Background: an optimization exercise with open tools, aiming at small area, a short achievable clock period and few clock cycles per item. Do not read the settings as production practice.
Function was checked by simulation only, so behaviour that the tests miss may differ from the original.
Power and IR drop assume default switching activity.

## main
// zigzag_rle
module zigzag_rle (
  input  logic       clk,
  input  logic       reset,
  input  logic [8:0] dctq,
  input  logic       dctq_valid,
  input  logic [5:0] addr,
  output logic       hold,
  output logic [5:0] rle_run,
  output logic [8:0] rle_level,
  output logic       rle_eob,
  output logic       rle_valid,
  input  logic       rle_ready,
  output logic       overflow
);
  localparam logic [383:0] ZZ =
    384'hffedefdbdf35ba77e6b74efacec95e5cf59d92bcb9e31aa371538718d51b8a9c2885a4cc1442d2660611283089408040;
  logic [8:0]  mem [0:63];      
  logic        q0_v, blk, full;
  logic [5:0]  q0_a;
  logic [7:0]  q0_hi, q0_lo;    
  logic [8:0]  q0_d;
  logic        commit, blk_end, load, ld_ok;
  logic [63:0] pend;            
  logic [63:0] pend_r;          
  logic [63:0] nz;              
  logic [5:0]  an;              
  logic        q0_vn, blk_n, full_n;
  logic        room;            
  genvar g;
  generate
    for (g = 0; g < 64; g++) begin : g_map
      assign pend_r[ZZ[6*g +: 6]] = pend[g];
  ...
export LEC_CHECK = 0
export ABC_CLOCK_PERIOD_IN_PS = 2500
export CAP_MARGIN = 20
export CORE_MARGIN = 2
export CORE_UTILIZATION = 40
export CTS_CLUSTER_DIAMETER = 80
export CTS_CLUSTER_SIZE = 16
export SETUP_SLACK_MARGIN = 2.5
export SLEW_MARGIN = 20
export TNS_END_PERCENT = 10
create_clock -name core_clock -period 5.0 [get_ports {clk}]
run.sh (not shown) runs the stock make flow with config.mk's settings and CLKGATE_MAP_FILE= SYNTH_SCRIPT=/design/flow/synth_recipe.tcl, a recipe that flattens the netlist after the stock synthesis.
Per the final summary, main finished and its layout is clean on timing, DRC and antenna.
Testbench counts of main, summed over its fixed seeds: cycles 26,026, blocks 384.
Inputs modified between main and the feature branch:
# main
export LEC_CHECK = 0
export ABC_CLOCK_PERIOD_IN_PS = 2500
export CAP_MARGIN = 20
export CORE_MARGIN = 2
export CORE_UTILIZATION = 40
export CTS_CLUSTER_DIAMETER = 80
export CTS_CLUSTER_SIZE = 16
export SETUP_SLACK_MARGIN = 2.5
export SLEW_MARGIN = 20
export TNS_END_PERCENT = 10
create_clock -name core_clock -period 5.0 [get_ports {clk}]
# the feature branch
export LEC_CHECK = 0
export ABC_CLOCK_PERIOD_IN_PS = 2500
export CAP_MARGIN = 20
export CORE_MARGIN = 2
export CORE_UTILIZATION = 40
export SETUP_SLACK_MARGIN = 2.5
export SLEW_MARGIN = 20
export TNS_END_PERCENT = 0
create_clock -name core_clock -period 5.0 [get_ports {clk}]
[summary]
The met2 layer wire length in the routed design was comparable across main and the feature branch. Diff main -> the feature branch: global placement routability congestion decreased 0.028; fmax decreased about 2.3%; routed wire length essentially unchanged. Taking main as the reference, in the feature branch final net count higher; portion of netlist area occupied by mux cells roughly the same; via count higher; critical path depth lower; post-layout instance area higher. The feature branch has count of clock-buffer cells in the layout above what main had. Comparing main and the feature branch, the lower number of gates given a new drive strength after cts was measured on the feature branch.

zigzag_rle again, from the RTL that the note above started with.
Design zigzag_rle, start of the top module:
module zigzag_rle (
  input  logic       clk,
  input  logic       reset,
  input  logic [8:0] dctq,
  input  logic       dctq_valid,
  input  logic [5:0] addr,
  output logic       hold,
  output logic [5:0] rle_run,
  output logic [8:0] rle_level,
  output logic       rle_eob,
  output logic       rle_valid,
  input  logic       rle_ready,
  output logic       overflow
);
export LEC_CHECK = 0
export ABC_CLOCK_PERIOD_IN_PS = 2500
export CAP_MARGIN = 20
export CORE_MARGIN = 2
export CORE_UTILIZATION = 40
export SETUP_SLACK_MARGIN = 2.5
export SLEW_MARGIN = 20
export TNS_END_PERCENT = 10
create_clock -name core_clock -period 5.0 [get_ports {clk}]
The baseline finished clean.
Testbench counts at the start, summed over its fixed seeds: cycles 26,026, blocks 384.
Rerun with:
- SETUP_SLACK_MARGIN: 2.5 -> 2.3
- TNS_END_PERCENT: 10 -> unset
After rerunning:
- The new run went through all stages and came out clean
- sequential cell count does not change
- critical path depth goes down by 4
- final cell count barely changes
- maximum frequency goes down by 7.5%
Rerun with:
- CTS_CLUSTER_DIAMETER: unset -> 80
- CTS_CLUSTER_SIZE: unset -> 20
- SETUP_SLACK_MARGIN: 2.3 -> 2.5
- TNS_END_PERCENT: unset -> 10
Clock power falls by well over a third.
Worst setup slack improved by 0.14 ns.
Cell count shrinks slightly.
Total power went down by about a fifth.
Core utilization drops by 1.8 points.
Combinational power falls by a few percent.
Synthesized cell count stays the same.
Wire length decreases by a few percent.
Synthesized area is unchanged.
Rerun with:
- CTS_CLUSTER_SIZE: 20 -> 26
Result:
- synthesized cell count does not change
- fmax shrinks slightly
- area after synthesis stays the same
- setup slack got worse by 0.0081 ns
- sequential share of layout area grows by 0.47 points
- power shrinks by a few percent
- sequential power hardly moves
- final cell count shrinks slightly
- routed wire length is about the same
- first-iteration DRC count grows by a few percent
- clock power shrinks by a few percent

-- afterwards: timing with drivers on the ports --
In the flow no input, the clock included, has a driving cell. The finished layouts below were timed again as built, in two steps.
Step 1 sets driving cells, clkbuf_16 on the clock port and buf_2 on the other inputs (assumed; they add their load-dependent delay and slew).
Step 2 moves the port delays by t, midway between the first and last clock arrival at a register: inputs arrive t later, outputs are due t later. That takes back most of the time a late clock gives input paths.
Three values: ideal, step 1, step 2; two values: the first two.
run	shift t [ns]	setup slack, ns	worst hold slack (ns)	worst setup path after step 2
main	0.689	2.392 / 2.348 / 1.770	0.466 / 0.466 / 0.466	input to register
the feature branch	0.703	2.331 / 2.331 / 1.791	0.471 / 0.471 / 0.471	input to register
the first run of note 2	0.681	2.459 / 2.434 / 1.927	0.470 / 0.470 / 0.470	input to register
the second run of note 2	0.685	2.254 / 2.275 / 1.590	0.457 / 0.457 / 0.457	input to register
the third run of note 2	0.671	2.394 / 2.394 / 1.934	0.473 / 0.473 / 0.473	input to register
the fourth run of note 2	0.667	2.386 / 2.365 / 1.764	0.479 / 0.479 / 0.479	input to register
After both steps every run listed still meets setup and hold. For the second run of note 2, which loses most, drivers alone change the setup slack by +0.021 ns; drivers and shift together by -0.664 ns.
